This design comes from an exercise in tuning for small area on the open sky130 flow, not from production work.
Function was checked by simulation only, so behaviour that the tests miss may differ from the original.
The flow treats the clock pin as an ideal source, which a real chip does not have.

// mem_loader_ram
module mem_loader_ram #(
   parameter int ADDR_W = mem_loader_ram_pkg::MEM_ADDR_W,
   parameter int DATA_W = mem_loader_ram_pkg::MEM_DATA_W
) (
   input  logic              clk_qzt,
   input  logic              reset,
   input  logic [ADDR_W-1:0] cpu_addr,
   input  logic [DATA_W-1:0] cpu_wdata,
   input  logic              cpu_we,
   output logic [DATA_W-1:0] cpu_rdata,
   input  logic              ld_valid,
   input  logic [DATA_W-1:0] ld_data,
   output logic              ld_ready,
   input  logic              run_req,
   output logic              cpu_hold,
   output logic              cpu_reset,
   output logic [ADDR_W-1:0] cpu_res_addr,
   output logic [1:0]        ld_state
);
   localparam int NW = 256;
   logic [1:0] state;
   logic [7:0] ptr;
   logic [7:0] base;
   logic [7:0] cnt;
   logic       hold;
   logic       ld_we;
   assign hold      = |state;
   assign ld_ready  = ~&state;
   assign ld_state  = state;
   assign cpu_hold  = hold;
   assign cpu_reset = hold;
   assign ld_we     = (state == mem_loader_ram_pkg::LD_DATA) & ld_valid;
   always_ff @(posedge clk_qzt) begin
      if (reset) begin
         state        <= mem_loader_ram_pkg::LD_IDLE;
         cpu_res_addr <= '0;
      end else begin
         case (state)
            mem_loader_ram_pkg::LD_IDLE: if (ld_valid) state <= mem_loader_ram_pkg::LD_LEN;
            mem_loader_ram_pkg::LD_LEN:  if (ld_valid) state <= mem_loader_ram_pkg::LD_DATA;
            mem_loader_ram_pkg::LD_DATA: if (ld_valid && cnt == 8'd1) begin
               cpu_res_addr <= base - 8'd1;
               state        <= mem_loader_ram_pkg::LD_DONE;
            end
            default: if (run_req) state <= mem_loader_ram_pkg::LD_IDLE;
         endcase
      end
   end
   always_ff @(posedge clk_qzt) begin
      if (state == mem_loader_ram_pkg::LD_IDLE) begin
         ptr  <= ld_data;
  ...
For scale: roughly 6,000 cells after synthesis, roughly 2,100 flip-flops.
export LEC_CHECK = 0
export CAP_MARGIN = 20
export CORE_MARGIN = 2
export CORE_UTILIZATION = 40
export CTS_CLUSTER_DIAMETER = 250
export CTS_CLUSTER_SIZE = 25
export PLACE_DENSITY = 0.55
export SLEW_MARGIN = 20
export SYNTH_HIERARCHICAL = 1
export SYNTH_MINIMUM_KEEP_SIZE = 0
create_clock -name core_clock -period 7.0 [get_ports {clk_qzt}]
standard.sh (not shown) runs the stock make flow with config.mk's settings and CLKGATE_MAP_FILE= SYNTH_SCRIPT=/design/flow/synth_recipe.tcl, a recipe that flattens the netlist after the stock synthesis.
==> flow/flow/run.sh <==
#!/bin/bash
# Layout flow: the standard ORFS flow, with two changes to how the layout
# is made (not to what is measured):
#  - placement-time repair may only use small buffers (flow/dontuse.tcl);
#  - CTS clusters up to 25 sinks per leaf buffer and adds no dummy loads.
# Synthesis is the standard one, unchanged.
set -euo pipefail
W=$(pwd)
bash standard.sh synth > "$W/run_synth.log" 2>&1
bash standard.sh \
  "PRE_GLOBAL_PLACE_TCL=$W/flow/dontuse.tcl" \
  "PRE_RESIZE_TCL=$W/flow/dontuse.tcl" \
  "PRE_CTS_TCL=$W/flow/dontuse.tcl" \
  "PRE_GLOBAL_ROUTE_TCL=$W/flow/dontuse.tcl" \
  "CTS_ARGS=-sink_clustering_enable -repair_clock_nets -dont_use_dummy_load -sink_clustering_size 25 -sink_clustering_max_diameter 250" \
  finish > "$W/run_finish.log" 2>&1
==> flow/flow/dontuse.tcl <==
# Keep the resizer's repairs to small buffers: long high-fanout nets then get
# several modest buffers instead of a few very large ones.
set_dont_use {sky130_fd_sc_hd__buf_6 sky130_fd_sc_hd__buf_8 sky130_fd_sc_hd__buf_12 sky130_fd_sc_hd__buf_16 sky130_fd_sc_hd__bufbuf_8 sky130_fd_sc_hd__bufbuf_16}
Change:
- PLACE_DENSITY: 0.55 -> 0.45
=> The changed run produced a clean layout; design area hardly moves; clock skew drops by 0.028 ns; setup slack gets worse by 0.30 ns.

* * *

trial 29:
mem_loader_ram again, from the RTL that the note above started with.
clock: 7.0 ns
lec_check: 0
cap_margin: 20
core_margin: 2
core_utilization: 40
cts_cluster_diameter: 150
cts_cluster_size: 22
place_density: 0.45
slew_margin: 20
synth_hierarchical: 1
synth_minimum_keep_size: 0
run.sh (not shown) runs the stock make flow with config.mk's settings and CLKGATE_MAP_FILE= SYNTH_SCRIPT=/design/flow/synth_recipe.tcl, a recipe that flattens the netlist after the stock synthesis.
Stock flow here: none of the scripts above is used.
Trial 29: full flow OK, the timing, DRC and antenna checks passed
Input changes introduced in trial 67 (baseline for comparison: trial 29):
==> flow/flow/run.sh (new file) <==
#!/bin/bash
# Layout flow: the standard ORFS flow, with two changes to how the layout
# is made (not to what is measured):
#  - placement-time repair may only use small buffers (flow/dontuse.tcl);
#  - CTS clusters up to 22 sinks per leaf buffer and adds no dummy loads.
# Synthesis is the standard one, unchanged.
set -euo pipefail
W=$(pwd)
bash standard.sh synth > "$W/run_synth.log" 2>&1
bash standard.sh \
  "PRE_GLOBAL_PLACE_TCL=$W/flow/dontuse.tcl" \
  "PRE_RESIZE_TCL=$W/flow/dontuse.tcl" \
  "PRE_CTS_TCL=$W/flow/dontuse.tcl" \
  "PRE_GLOBAL_ROUTE_TCL=$W/flow/dontuse.tcl" \
  "CTS_ARGS=-sink_clustering_enable -repair_clock_nets -dont_use_dummy_load -sink_clustering_size 22 -sink_clustering_max_diameter 150" \
  finish > "$W/run_finish.log" 2>&1
==> flow/flow/dontuse.tcl (new file) <==
# Keep the resizer's repairs to small buffers: long high-fanout nets then get
# several modest buffers instead of a few very large ones.
set_dont_use {sky130_fd_sc_hd__buf_6 sky130_fd_sc_hd__buf_8 sky130_fd_sc_hd__buf_12 sky130_fd_sc_hd__buf_16 sky130_fd_sc_hd__bufbuf_8 sky130_fd_sc_hd__bufbuf_16}
==> flow/standard.sh (new file) <==
#!/bin/bash
# synth_recipe.tcl (not shown) runs the flow's synth.tcl, then flattens the netlist and writes it again
# the make line also repeats each setting of config.mk as NAME=value (left out here)
make -C /OpenROAD-flow-scripts/flow DESIGN_CONFIG=/design/flow/config.mk WORK_HOME=/design/flow/orfs CLKGATE_MAP_FILE= SYNTH_SCRIPT=/design/flow/synth_recipe.tcl "${@:-finish}"
removed: flow/run.sh
[summary]
Compared with trial 29, trial 67 ends up with less cell area.
Looking at aggregate global-route resource usage, trial 67 sits 0.73 points above trial 29.
Diff trial 29..trial 67 | count of non-CTS inverters in the layout | unchanged
Core utilization: trial 67 vs trial 29 down 0.61 points
Relative to trial 29, fraction of final layout cells with drive strength greater than 1 decreased by 0.89 points in trial 67.

separate check: timing with driven ports:
The results above use ideal ports. As a check the final layouts listed here were re-extracted and re-timed, cells and wires unchanged. Step 1 sets driving cells, clkbuf_16 on the clock port and buf_2 on the other inputs (assumed; they add their load-dependent delay and slew). Step 2 adds t to the input delays and takes it off the output delays; t is the mean of the earliest and latest rising clock arrival at the registers after step 1. Input paths then give back, and output paths get back, about the clock's delay inside the block. Three values: ideal, step 1, step 2; two values: the first two.
run	t, ns	slack for setup (ns)	worst setup path at the end
the first run of note 1	0.834	1.701 / 1.756 / 0.922	input to register
the second run of note 1	0.869	1.402 / 1.458 / 0.590	input to register
trial 29	0.884	1.152 / 1.227 / 0.343	input to register
trial 67	0.858	1.439 / 1.497 / 0.639	input to register
After both steps every run listed still meets setup and hold. The setup slack of the second run of note 1, which loses most, moves by +0.056 ns with the drivers and by -0.812 ns with both steps.
